Context: an optimization exercise on an open-source flow, tuned for small area. The choices shown serve that exercise and are no tape-out recipe. Only simulation tests tie the RTL to the original design; equivalence was not proved. Power figures rest on the tool's default switching activity, not on a simulated workload.

==> design/flow/design.v <==
module bitline_integrator #(
    parameter int unsigned COLS       = 32,
    parameter int unsigned DATA_WIDTH = 4,
    parameter int unsigned ACC_WIDTH  = 12,
    parameter int unsigned WIN_WIDTH  = 10
) (
    input  logic                       clk,
    input  logic                       rst_n,
    input  logic                       start,
    input  logic                       abort,
    input  logic [WIN_WIDTH-1:0]       window_len,
    input  logic                       sample_valid,
    input  logic [COLS*DATA_WIDTH-1:0] samples,
    output logic                       busy,
    output logic                       out_valid,
    input  logic                       out_ready,
    output logic [COLS*ACC_WIDTH-1:0]  out_sums,
    output logic [COLS-1:0]            out_sat,
    output logic                       sample_dropped
);
    logic                       busy_q, done_q, dropped_q;
    logic [WIN_WIDTH-1:0]       left_q;      
    logic [COLS*ACC_WIDTH-1:0]  sums_q;
    logic [COLS-1:0]            sat_q;
    logic start_ok, take, last_sample, clr;
    assign start_ok    = start && !busy_q && (!done_q || out_ready);
    assign take        = busy_q && sample_valid;
    assign last_sample = (left_q == WIN_WIDTH'(1));
    assign clr         = start_ok;
    always_ff @(posedge clk or negedge rst_n) begin
        if (!rst_n) begin
            busy_q    <= 1'b0;
            done_q    <= 1'b0;
            dropped_q <= 1'b0;
        end else begin
            dropped_q <= sample_valid && !busy_q;
            if (abort) begin
                busy_q <= 1'b0;
                done_q <= 1'b0;
            end else if (start_ok) begin
                busy_q <= (window_len != '0);
                done_q <= (window_len == '0);
            end else if (take && last_sample) begin
                busy_q <= 1'b0;
                done_q <= 1'b1;
            end else if (done_q && out_ready) begin
                done_q <= 1'b0;
            end
        end
    end
    always_ff @(posedge clk) begin
        if (start_ok)  left_q <= window_len;
        else if (take) left_q <= left_q - 1'b1;
    end
    for (genvar c = 0; c < COLS; c++) begin : g_col
        logic [ACC_WIDTH-1:0]  q, s;
        logic [ACC_WIDTH:0]    cy;
        logic [DATA_WIDTH-1:0] x;
        assign q     = sums_q[c*ACC_WIDTH +: ACC_WIDTH];
        assign x     = samples[c*DATA_WIDTH +: DATA_WIDTH] & {DATA_WIDTH{take}};
        assign cy[0] = 1'b0;
        for (genvar i = 0; i < ACC_WIDTH; i++) begin : g_bit
            if (i < DATA_WIDTH) begin : g_fa
                assign s[i]    = q[i] ^ x[i] ^ cy[i];
                assign cy[i+1] = (q[i] & x[i]) | (cy[i] & (q[i] ^ x[i]));
            end else begin : g_ha
                assign s[i]    = q[i] ^ cy[i];
                assign cy[i+1] = q[i] & cy[i];
            end
        end
        always_ff @(posedge clk) begin
            sums_q[c*ACC_WIDTH +: ACC_WIDTH] <= clr ? '0 : (s | {ACC_WIDTH{cy[ACC_WIDTH]}});
            sat_q[c] <= !clr && (sat_q[c] || cy[ACC_WIDTH]);
        end
    end
    assign busy           = busy_q;
    assign out_valid      = done_q;
    assign out_sums       = sums_q;
    assign out_sat        = sat_q;
    assign sample_dropped = dropped_q;
endmodule
==> design/flow/flow/run.sh <==
#!/bin/bash
# Standard layout, with the port buffers made from the smallest buffer cell.
set -euo pipefail
bash standard.sh BUFFER_PORTS_ARGS="-buffer_cell sky130_fd_sc_hd__buf_1" finish > standard_flow.log 2>&1
==> design/flow/standard.sh <==
#!/bin/bash
# synth_recipe.tcl (not shown) runs the flow's synth.tcl, then flattens the netlist and writes it again
# the make line also repeats each setting of config.mk as NAME=value (left out here)
make -C /OpenROAD-flow-scripts/flow DESIGN_CONFIG=/design/flow/config.mk WORK_HOME=/design/flow/orfs CLKGATE_MAP_FILE= SYNTH_SCRIPT=/design/flow/synth_recipe.tcl "${@:-finish}"
==> design/flow/config.mk <==
export PLATFORM = sky130hd
export DESIGN_NAME = bitline_integrator
export DESIGN_NICKNAME = bitline_integrator
export VERILOG_FILES = /design/flow/design.v
export SDC_FILE = /design/flow/constraint.sdc
export NUM_CORES = 4
export LEC_CHECK = 0
export CAP_MARGIN = 20
export CORE_MARGIN = 2
export CORE_UTILIZATION = 40
export CTS_CLUSTER_DIAMETER = 150
export CTS_CLUSTER_SIZE = 30
export SLEW_MARGIN = 20
==> design/flow/constraint.sdc <==
create_clock -name core_clock -period 4.0 [get_ports {clk}]
set_input_delay 0.8000 -clock core_clock [delete_from_list [all_inputs] [get_ports {clk}]]
set_output_delay 0.8000 -clock core_clock [all_outputs]
set_load 0.01 [all_outputs]
==> flow_metrics.env, run 1 <==
export IMPL_syn_nets=2529
export IMPL_die_height_um=222
export IMPL_fin_area_um2=23800
export IMPL_grt_max_degree=84
export IMPL_clockBufferDepth=3
export IMPL_synthCells=2031
export IMPL_fin_util=0.510
export IMPL_status="no timing/DRC/antenna violations"
export IMPL_dr_total_vias=15400
export IMPL_cts_sinks=429
export IMPL_final_setup_tns_ns=0
export IMPL_nNetsFinal=3145
export IMPL_required_ns=4.49
export IMPL_grt_remaining_overflow=0
export IMPL_die_width_um=222
export IMPL_clock_tree_root_cell="clkbuf_16"
export IMPL_tightest_slew_ns=0.697
export IMPL_nFillCells=4505
export IMPL_leakage_nw=10.7
export IMPL_clock_latency_ns=0.55
export IMPL_drc=0
export IMPL_yosysTopAreaCellShare=0.438
export IMPL_cap_violations=0
export IMPL_crit_arrival_ns=4.30
export IMPL_hpwl_um=43600
export IMPL_synth_top_area_cell="dfxtp_1"
export IMPL_synth_seq_cells=429
export IMPL_drive_gt1_frac=0.105
export IMPL_start_util=0.407
export IMPL_clk_pin_slew_worst_paths_ns=0.12
export IMPL_dp_cells=3208
export IMPL_seq_area_frac_synth=0.457
export IMPL_hold_viol=0
export IMPL_critPathKind="in -> reg"
export IMPL_wl_per_cell_um=17.0
export IMPL_mostFrequentLayoutCells="642 x nor2_1, 561 x buf_1, 416 x dfxtp_1"
export IMPL_numCtsBuffers=18
export IMPL_portBuffers=562
export IMPL_ios=563
export IMPL_critPathMaxFanout=6
export IMPL_finalCriticalPeriod_ns=3.81
export IMPL_cp_buffers_inverters=7
export IMPL_syn_avg_cell_area_um2=9.37
export IMPL_max_slew_margin=0.534
export IMPL_hold_path_class="in -> async"
export IMPL_period_share=0.953
export IMPL_slowest_stage="fa_2"
export IMPL_post_drt_via_cell_ratio=4.74
export IMPL_reg2reg_from="busy_q$_DFFE_PN0P_"
export IMPL_antenna_found_initial=4
export IMPL_whs_ns=0.0487
export IMPL_vdd_ir_drop_max_mv=0.376
export IMPL_drtIter0Drc=682
export IMPL_yosysUniqueCellTypes=39
export IMPL_core_um2=46800
export IMPL_crit_path_end_kind="register"
export IMPL_worst_setup_path_start_kind="input port"
export IMPL_fin_cells=3260
export IMPL_ctsHoldBuffers=0
export IMPL_grt_pass1_wl_um=84100
export IMPL_rr_endpoint="sums_q[301]$_SDFF_PP0_"
export IMPL_ys_warn_count=1
export IMPL_gp_congestion=0.863
export IMPL_path_delay_family="adder cells"
export IMPL_grt_pass1_vias=15200
export IMPL_dpl_cell_area_um2=22600
export IMPL_drtAntennaViolNets=0
export IMPL_cts_tree="built"
export IMPL_powerDensity_nw_per_um2=358
export IMPL_synth_area_top_cells="dfxtp_1 44%, ha_1 17%, nor2_1 13%, fa_1 10%, inv_1 3.2%"
export IMPL_cts_htree_levels=1
export IMPL_skew_ns=0.0279
export IMPL_rsz0062_at_grt="yes"
export IMPL_crit_chain="clkbuf_4 > buf_12 > buf_12 > buf_4 > and3_1 > ha_1 > inv_1 > fa_2 > fa_2 > fa_2 > inv_1 > ha_1 > ha_2 > ha_1 > ha_1 > ha_1 > ha_1 > ha_1 > buf_4 > nand2_1 > a21oi_1"
export IMPL_finalWirelength_um=55500
export IMPL_grt_usage=0.216
export IMPL_max_freq_ghz=0.262
export IMPL_finalMaxSlewViolations=0
export IMPL_setup_viol=0
export IMPL_rows=79
export IMPL_die_area_um2=49300
export IMPL_reg2regPathDepth=19
export IMPL_max_stage_delay_ns=0.38
export IMPL_areaGrowthSynthToFinish_pct=25.3
export IMPL_syn_cell_area_um2=19000
export IMPL_drt_pass1_iterations=5
export IMPL_cpMostUsedCell="ha_1"
export IMPL_reg2reg_slack_ns=0.19
export IMPL_mostFrequentLayoutCell="nor2_1"
-- sequential cells by signal (all words and copies together), names as in the netlist --
register   flops
sat_q         32
done_q         1
left_q        10
sums_q       384
busy_q         1
dropped_q      1
-- per-layer routing --
metal | up-vias | part of all wire | global-route usage
met3 | 85 | 0.077 | 0.0629
met1 | 7348 | 0.40 | 0.252
met5 | - | 0.00025 | 0
li1 | 7590 | - | -
met2 | 415 | 0.49 | 0.382
met4 | 2 | 0.033 | 0.0691
-- kinds of logic (layout without fill, tap and decap cells) --
logic type | count (synthesis) | after routing | synth area share
and+or+nand+nor | 869 | 871 | 0.185
other | 0 | 3 | 0
muxes | 1 | 1 | 0.000592
DFF | 429 | 429 | 0.457
AOI/OAI and AO/OA | 114 | 114 | 0.0320
buffers and inverters | 262 | 879 | 0.0531
xor gates and xnor gates | 2 | 2 | 0.000921
adders and majority gates | 354 | 354 | 0.271
-- per-stage QoR --
stage	setup WS (ns)	power, W
final	0.186	0.00853
after floorplan	-0.0928	0.00563
after detailed placement	-0.644	0.00624
after global placement	-0.570	0.00619
after CTS	0.000266	0.00857
after global routing	-0.0522	0.00897
-- cell type report --
cell class | count | area, um2 | area share
inverter | 163 | 612 | 0.0257
tap | 607 | 759 | 0.0319
clock buffer | 22 | 487 | 0.0204
clock inverter | 1 | 30.0 | 0.00126
sequential | 429 | 8700 | 0.365
antenna | 3 | 7.51 | 0.000315
timing repair buffer | 693 | 3600 | 0.151
multi-input combinational | 1342 | 9640 | 0.404
-- where the power goes --
part           total [W]  leakage [nW]  internal [W]  switching (W)
clock network    0.00228         0.249      0.000889        0.00139
logic            0.00149          6.98      0.000568       0.000922
registers        0.00476          3.50       0.00458       0.000177
total            0.00853          10.7       0.00604        0.00249
-- timing repair --
action,4_1_cts,5_1_grt
resized for setup,4,139
buffers inserted,10,5
cloned,2,8
endpoints found under the setup margin,61,378
pin swaps,0,10
-- Yosys cell counts, drive strengths merged --
cell    instances
edfxtp         10
dfxtp         416
mux2            1
or4             4
or4b            1
buf            40
dfrtp           3
nand4b          1
a31oi           5
nor2b           3
o21ai           4
clkbuf         59
nor2          643
o31a            2
nand2         131
a21oi          98
or3             6
and3           32
o31ai           2
a221oi          1
o311a           1
and2           33
xnor2           2
fa             96
nand2b          2
ha            258
nand3           2
or3b            1
nor4            3
a31o            1
inv           163
nor3            7
-- worst max-delay path by stage --
stage                                   from                     end  slack, ns  cells after the start
after floorplan                 sample_valid        sat_q[3]$_DFF_P_      -0.09                     19
after global placement          sample_valid       sat_q[30]$_DFF_P_      -0.57                     21
after detailed placement        sample_valid  sums_q[379]$_SDFF_PP0_      -0.64                     20
after CTS                 busy_q$_DFFE_PN0P_  sums_q[214]$_SDFF_PP0_     0.0003                     19
after global routing      busy_q$_DFFE_PN0P_        sat_q[3]$_DFF_P_      -0.05                     19
final                           sample_valid  sums_q[373]$_SDFF_PP0_       0.19                     21
==> run 2, diff against run 1 <==
--- a/design/flow/config.mk
+++ b/design/flow/config.mk
@@ -9,5 +9,3 @@
 export CORE_MARGIN = 2
 export CORE_UTILIZATION = 40
-export CTS_CLUSTER_DIAMETER = 150
-export CTS_CLUSTER_SIZE = 30
 export SLEW_MARGIN = 20
==> run 2 against run 1 <==
Largest power group unchanged. Register-to-register slack got worse by 0.04 ns. Final area is 4.9% higher. Synthesized cell count stayed put. Count of clock-buffer cells in the layout grew 49. Critical path depth down 2. Setup slack got worse by 0.044 ns. Worst hold slack is essentially flat.
==> flow_metrics.env, run 2 <==
export IMPL_drc=0
export IMPL_leakage_nw=11.3
export IMPL_cap_violations=0
export IMPL_path_delay_family="adder cells"
export IMPL_hold_path_class="in -> async"
export IMPL_synth_edf_count=10
export IMPL_setup_viol=0
export IMPL_drive_gt1_frac=0.122
export IMPL_syn_avg_cell_area_um2=9.37
export IMPL_gp_congestion=0.863
export IMPL_max_freq_ghz=0.259
export IMPL_power_frac_comb=0.137
export IMPL_mostFrequentLayoutCell="nor2_1"
export IMPL_clockBufferDepth=3
export IMPL_numCtsBuffers=49
export IMPL_max_slew_margin=0.536
export IMPL_rsz0062_at_grt="yes"
export IMPL_p_sw_w=0.00290
export IMPL_hold_viol=0
export IMPL_drtIter0Drc=637
export IMPL_required_ns=4.50
export IMPL_synthCells=2031
export IMPL_intPower_w=0.00806
export IMPL_clk_pin_slew_worst_paths_ns=0.06
export IMPL_dr_total_vias=15700
export IMPL_hpwl_um=43600
export IMPL_tightest_slew_ns=0.694
export IMPL_fin_area_um2=25000
export IMPL_yosysUniqueCellTypes=39
export IMPL_ios=563
export IMPL_whs_ns=0.0486
export IMPL_antenna_found_initial=6
export IMPL_largestRegisters="sums_q x384, sat_q x32, left_q x10"
export IMPL_core_um2=46800
export IMPL_max_stage_delay_ns=0.40
export IMPL_worst_setup_path_start_kind="register"
export IMPL_ys_warn_count=1
export IMPL_synthArstFlopShare=0.00699
export IMPL_largest_reg_flops=384
export IMPL_clock_tree_root_cell="clkbuf_16"
export IMPL_slowest_stage="fa_1"
export IMPL_yosysTopAreaCellShare=0.438
export IMPL_critPathMaxFanout=13
export IMPL_wl_per_cell_um=17.1
export IMPL_skew_ns=0.0184
export IMPL_areaGrowthSynthToFinish_pct=31.5
export IMPL_yosysMostFrequentCell="nor2_1"
export IMPL_grt_remaining_overflow=0
export IMPL_drtAntennaViolNets=0
export IMPL_grt_usage=0.219
export IMPL_crit_arrival_ns=4.35
export IMPL_mostFrequentLayoutCells="642 x nor2_1, 561 x buf_1, 416 x dfxtp_1"
export IMPL_final_setup_tns_ns=0
export IMPL_syn_nets=2529
export IMPL_drt_pass1_iterations=5
export IMPL_power_frac_clock=0.428
export IMPL_crit_path_end_kind="register"
export IMPL_finalMaxSlewViolations=0
export IMPL_synth_top_area_cell="dfxtp_1"
export IMPL_syn_cell_area_um2=19000
export IMPL_synthFlopType="dfxtp_1"
export IMPL_yosys_top_cells_count="642 x nor2_1, 416 x dfxtp_1, 258 x ha_1"
export IMPL_cts_tree="built"
export IMPL_portBuffers=562
export IMPL_die_width_um=222
export IMPL_status="no timing/DRC/antenna violations"
export IMPL_cts_htree_levels=2
export IMPL_dpl_cell_area_um2=22600
export IMPL_clock_latency_ns=0.58
export IMPL_grt_pass1_vias=15500
export IMPL_cts_sinks=429
export IMPL_seqPwrFrac=0.435
export IMPL_finalWirelength_um=56900
export IMPL_total_power_w=0.0110
export IMPL_die_area_um2=49300
export IMPL_p_sw_frac=0.264
export IMPL_synth_seq_cells=429
export IMPL_fin_util=0.535
export IMPL_finalCriticalPeriod_ns=3.86
export IMPL_rows=79
export IMPL_crit_chain="buf_12 > buf_12 > and3_1 > ha_1 > inv_1 > fa_2 > fa_2 > fa_1 > inv_1 > ha_1 > ha_1 > ha_1 > ha_1 > ha_1 > ha_1 > ha_2 > buf_4 > nand2_1 > a21oi_1"
export IMPL_cp_buffers_inverters=5
export IMPL_grt_pass1_wl_um=84700
export IMPL_synth_area_top_cells="dfxtp_1 44%, ha_1 17%, nor2_1 13%, fa_1 10%, inv_1 3.2%"
export IMPL_period_share=0.964
export IMPL_top_register="sums_q"
export IMPL_cpMostUsedCell="ha_1"
export IMPL_nNetsFinal=3174
export IMPL_powerDensity_nw_per_um2=438
export IMPL_seq_area_frac_synth=0.457
export IMPL_grt_max_degree=84
export IMPL_start_util=0.407
export IMPL_critPathKind="reg -> reg"
export IMPL_die_height_um=222
export IMPL_vdd_ir_drop_max_mv=0.312
export IMPL_post_drt_via_cell_ratio=4.71
==> run 2: metal layers <==
layer / part of all wire / up-vias / track usage
met5: 0.00023 / - / 0
met4: 0.042 / 2 / 0.0933
met3: 0.080 / 117 / 0.0729
met2: 0.48 / 462 / 0.379
met1: 0.39 / 7392 / 0.246
li1: - / 7694 / -
==> run 2: logic make-up (layout without fill, tap and decap cells) <==
logic type	after synthesis	in the layout	synth area share
AOI/OAI and AO/OA	114	114	0.0320
adders and majority gates	354	354	0.271
other	0	4	0
xor gates and xnor gates	2	2	0.000921
DFF	429	429	0.457
muxes	1	1	0.000592
and+or+nand+nor	869	870	0.185
buffers and inverters	262	942	0.0531
==> run 2: final timing paths <==
path                                    start                     end  slack, ns  cells after the start
setup / recovery           busy_q$_DFFE_PN0P_  sums_q[339]$_SDFF_PP0_       0.14                     19
hold / removal                          rst_n      done_q$_DFFE_PN0P_       0.05                      1
setup reg to reg           busy_q$_DFFE_PN0P_  sums_q[339]$_SDFF_PP0_       0.14                     19
hold reg to reg             sat_q[19]$_DFF_P_       sat_q[19]$_DFF_P_       0.46                      2
max in group asynchronous               rst_n      busy_q$_DFFE_PN0P_       3.76                      1
min in group core_clock     sat_q[19]$_DFF_P_       sat_q[19]$_DFF_P_       0.46                      2
==> run 2: cell type report <==
class | count | area (um2)
clock buffers | 71 | 1420
inverters | 163 | 612
fillers | 4367 | 21700
clock inverters | 16 | 264
multi-input cells | 1341 | 9650
repair buffers | 692 | 3590
flip-flops and latches | 429 | 8700
diodes | 4 | 10.0
well taps | 607 | 759
==> run 2: repair_timing <==
action / 4_1_cts / 5_1_grt
gates resized for setup: 3 / 142
cloned: 0 / 9
setup endpoints to repair: 46 / 370
setup buffers: 4 / 10
pin swaps: 0 / 10
hold buffers: 0 / 0
==> run 2: through the flow <==
stage          cells  setup slack [ns]
3_3_place_gp    3208            -0.570
6_report        3323             0.142
5_1_grt         3321           -0.0759
2_1_floorplan   2031           -0.0928
4_1_cts         3299            0.0106
3_5_place_dp    3208            -0.644
==> run 2: power groups by stage <==
stage / sequential, W / clock (W) / combinational (W)
finish: 0.00476 / 0.00469 / 0.00150
global route: 0.00479 / 0.00498 / 0.00168
CTS: 0.00477 / 0.00482 / 0.00140
detailed placement: 0.00485 / 0 / 0.00139
global placement: 0.00484 / 0 / 0.00134
floorplan: 0.00494 / 0 / 0.000685
==> run 3, diff against run 2 <==
==> design/flow/run.sh (new file) <==
#!/bin/bash
# synth_recipe.tcl (not shown) runs the flow's synth.tcl, then flattens the netlist and writes it again
# the make line also repeats each setting of config.mk as NAME=value (left out here)
make -C /OpenROAD-flow-scripts/flow DESIGN_CONFIG=/design/flow/config.mk WORK_HOME=/design/flow/orfs CLKGATE_MAP_FILE= SYNTH_SCRIPT=/design/flow/synth_recipe.tcl finish
removed: design/flow/flow/run.sh
removed: design/flow/standard.sh
==> run 3 against run 2 <==
Still clean. Sequential cell count did not move. Critical path depth is 2 higher. Count of clock-buffer cells in the layout grew 5. Global-route usage rose by 1.8 points. Final area rose by 13%. Critical path type unchanged. Highest routed layer unchanged.
==> flow_metrics.env, run 3 <==
export IMPL_wl_per_cell_um=18.1
export IMPL_yosysMostFrequentCell="nor2_1"
export IMPL_finalWirelength_um=60000
export IMPL_drc=0
export IMPL_max_stage_delay_ns=0.38
export IMPL_core_um2=46800
export IMPL_cp_buffers_inverters=6
export IMPL_critPathMaxFanout=5
export IMPL_rsz0062_at_grt="yes"
export IMPL_met2_length_um=28900
export IMPL_wl_met3_um=5670
export IMPL_syn_cell_area_um2=19000
export IMPL_worst_setup_path_start_kind="register"
export IMPL_finalMaxSlewViolations=0
export IMPL_hold_path_class="in -> async"
export IMPL_crit_path_end="sums_q[293]$_SDFF_PP0_"
export IMPL_largest_reg_flops=384
export IMPL_tightest_slew_ns=0.624
export IMPL_die_area_um2=49300
export IMPL_rows=79
export IMPL_slowest_stage="dfrtp_2"
export IMPL_drt_pass1_iterations=5
export IMPL_whs_ns=0.410
export IMPL_start_util=0.407
export IMPL_yosysUniqueCellTypes=39
export IMPL_reg2reg_from="busy_q$_DFFE_PN0P_"
export IMPL_crit_path_end_kind="register"
export IMPL_drtIter0Drc=679
export IMPL_synth_top_area_cell="dfxtp_1"
export IMPL_nNetsFinal=3172
export IMPL_drive_gt1_frac=0.121
export IMPL_dr_total_vias=15500
export IMPL_final_setup_tns_ns=0
export IMPL_grt_max_degree=102
export IMPL_drtAntennaViolNets=0
export IMPL_areaGrowthSynthToFinish_pct=48.3
export IMPL_ys_warn_count=1
export IMPL_mostFrequentLayoutCells="642 x nor2_1, 561 x clkdlybuf4s50_1, 416 x dfxtp_1"
export IMPL_die_width_um=222
export IMPL_synthCells=2031
export IMPL_syn_avg_cell_area_um2=9.37
export IMPL_grt_pass1_vias=15600
export IMPL_critPathLaunch="busy_q$_DFFE_PN0P_"
export IMPL_synth_edf_count=10
export IMPL_crit_arrival_ns=4.34
export IMPL_synth_top_family_by_area="adder cells"
export IMPL_ios=563
export IMPL_max_freq_ghz=0.261
export IMPL_finalCriticalPeriod_ns=3.83
export IMPL_top_layer_used="met5"
export IMPL_antenna_found_initial=6
export IMPL_grt_remaining_overflow=0
export IMPL_synthFlopType="dfxtp_1"
export IMPL_synth_fa_ha_area_frac=0.271
export IMPL_rr_endpoint="sums_q[293]$_SDFF_PP0_"
export IMPL_path_delay_family="adder cells"
export IMPL_powerDensity_nw_per_um2=384
export IMPL_crit_chain="buf_12 > buf_12 > buf_4 > and3_4 > ha_1 > inv_1 > fa_2 > fa_2 > fa_2 > inv_1 > ha_1 > ha_2 > ha_1 > ha_2 > ha_2 > ha_2 > ha_2 > and2_4 > buf_6 > nor2_1 > nor2_1"
export IMPL_cap_violations=0
export IMPL_required_ns=4.51
export IMPL_path_depth=21
export IMPL_vdd_ir_drop_max_mv=0.294
export IMPL_grt_usage=0.237
export IMPL_reg2reg_slack_ns=0.17
export IMPL_clock_tree_root_cell="clkbuf_16"
export IMPL_m1WireLength_um=23400
export IMPL_cts_tree="built"
export IMPL_die_height_um=222
export IMPL_yosysTopAreaCellShare=0.438
export IMPL_max_slew_margin=0.583
export IMPL_seq_area_frac_synth=0.457
export IMPL_hpwl_um=46300
export IMPL_portBuffers=562
export IMPL_synth_seq_cells=429
export IMPL_synth_compound_area_share=0.0320
export IMPL_skew_ns=0.0108
export IMPL_synthSimpleGateAreaFrac=0.185
export IMPL_yosys_top_cells_count="642 x nor2_1, 416 x dfxtp_1, 258 x ha_1"
export IMPL_synthArstFlopShare=0.00699
export IMPL_reg2regPathDepth=21
export IMPL_period_share=0.957
export IMPL_syn_nets=2529
export IMPL_post_drt_via_cell_ratio=4.68
export IMPL_grt_pass1_wl_um=89600
export IMPL_cts_sinks=429
export IMPL_setup_viol=0
export IMPL_synthXorXnorAreaFrac=0.000921
export IMPL_top_register="sums_q"
export IMPL_largestRegisters="sums_q x384, sat_q x32, left_q x10"
export IMPL_clk_pin_slew_worst_paths_ns=0.06
export IMPL_synth_area_top_cells="dfxtp_1 44%, ha_1 17%, nor2_1 13%, fa_1 10%, inv_1 3.2%"
export IMPL_cts_htree_levels=2
export IMPL_mostFrequentLayoutCell="nor2_1"
export IMPL_numCtsBuffers=48
export IMPL_synthMuxAreaShare=0.000592
export IMPL_status="no timing/DRC/antenna violations"
export IMPL_leakage_nw=12.4
export IMPL_clock_latency_ns=0.57
export IMPL_gp_congestion=0.874
export IMPL_clockBufferDepth=3
export IMPL_hold_viol=0
export IMPL_cpMostUsedCell="ha_2"
export IMPL_ctsHoldBuffers=0
export IMPL_critPathKind="reg -> reg"
## run 3: worst min-delay path by stage
| stage | start | end | slack (ns) |
|---|---|---|---|
| 6_report | rst_n | dropped_q$_DFF_PN0_ | 0.41 |
| 5_1_grt | rst_n | dropped_q$_DFF_PN0_ | 0.39 |
| 4_1_cts | rst_n | dropped_q$_DFF_PN0_ | 0.37 |
| 3_5_place_dp | sat_q[19]$_DFF_P_ | sat_q[19]$_DFF_P_ | 0.46 |
| 3_3_place_gp | sat_q[6]$_DFF_P_ | sat_q[6]$_DFF_P_ | 0.45 |
| 2_1_floorplan | rst_n | busy_q$_DFFE_PN0P_ | 0.50 |
## run 3: cells by family (layout without fill, tap and decap cells)
logic type,Yosys count,count (layout)
AOI/OAI and AO/OA,114,114
xor gates and xnor gates,2,2
adders and majority gates,354,354
buffers and inverters,262,933
DFF,429,429
muxes,1,1
other,0,5
and+or+nand+nor,869,869
## run 3: timing repair
item	CTS	global route
gates cloned	1	5
gates resized for setup	3	141
hold endpoints to repair	0	0
endpoints found under the setup margin	41	347
pin swaps	0	7
buffers inserted	5	6
## run 3: layer usage
layer,track usage,vias up
met5,0,-
met4,0.0887,2
met3,0.0994,97
met2,0.401,444
met1,0.265,7282
li1,-,7669
## run 3: where the power goes
part           switching (W)  internal [W]  leakage [nW]  total [W]
combinational       0.000936      0.000945          8.23    0.00188
sequential          0.000175       0.00458          3.50    0.00476
clock                0.00174       0.00245         0.716    0.00419
## run 3: through the flow
| step | std cells | setup slack, ns | util | total power, W | cell area [um2] |
|---|---|---|---|---|---|
| after global routing | 3312 | -0.0265 | 0.603 | 0.0113 | 28200 |
| after detailed placement | 3214 | -0.578 | 0.559 | 0.00665 | 26100 |
| final | 3314 | 0.171 | 0.604 | 0.0108 | 28200 |
| after floorplan | 2031 | -0.0928 | - | 0.00563 | 19100 |
| after global placement | 3214 | -0.551 | 0.559 | 0.00661 | 26100 |
| after CTS | 3298 | 0.00395 | 0.592 | 0.0109 | 27700 |
## run 3: worst reg2reg max path, stage by stage (launching register included)
cell	delay (ns)
dfrtp_2	0.38
buf_12	0.13
buf_12	0.14
buf_4	0.13
and3_4	0.17
ha_1	0.14
inv_1	0.06
fa_2	0.36
fa_2	0.35
fa_2	0.35
inv_1	0.06
ha_1	0.14
ha_2	0.16
ha_1	0.14
ha_2	0.16
ha_2	0.16
ha_2	0.16
ha_2	0.17
and2_4	0.15
buf_6	0.11
nor2_1	0.04
nor2_1	0.10
## run 3: final cells by class
type                       count  area [um2]
multi-input combinational   1340        9660
antenna                        5        12.5
inverter                     163         612
sequential                   429        8700
timing repair buffer         692        7020
fill                        4028       18500
clock buffer                  76        1450
tap                          607         759
clock inverter                 2        10.0

-- re-timing with driven ports --
No port has a modelled driver above. Below, the same layouts with a new extraction and two added sets of constraints. Step 1 assumes that a clkbuf_16 drives the clock port and a buf_2 every other input. Step 2 moves the port delays by t, midway between the first and last clock arrival at a register: inputs arrive t later, outputs are due t later. That takes back most of the time a late clock gives input paths. Three values: ideal, step 1, step 2; two values: the first two.
run	shift t [ns]	setup WS [ns]	cell pins on the clock port's net
run 1	0.597	0.186 / 0.191 / -0.387	1
run 2	0.627	0.142 / 0.142 / -0.444	1
run 3	0.628	0.171 / 0.159 / -0.469	1
Met with ideal ports but missed after step 2: setup timing in every run listed. The setup slack of run 3, which loses most, moves by -0.012 ns with the drivers and by -0.640 ns with both steps.
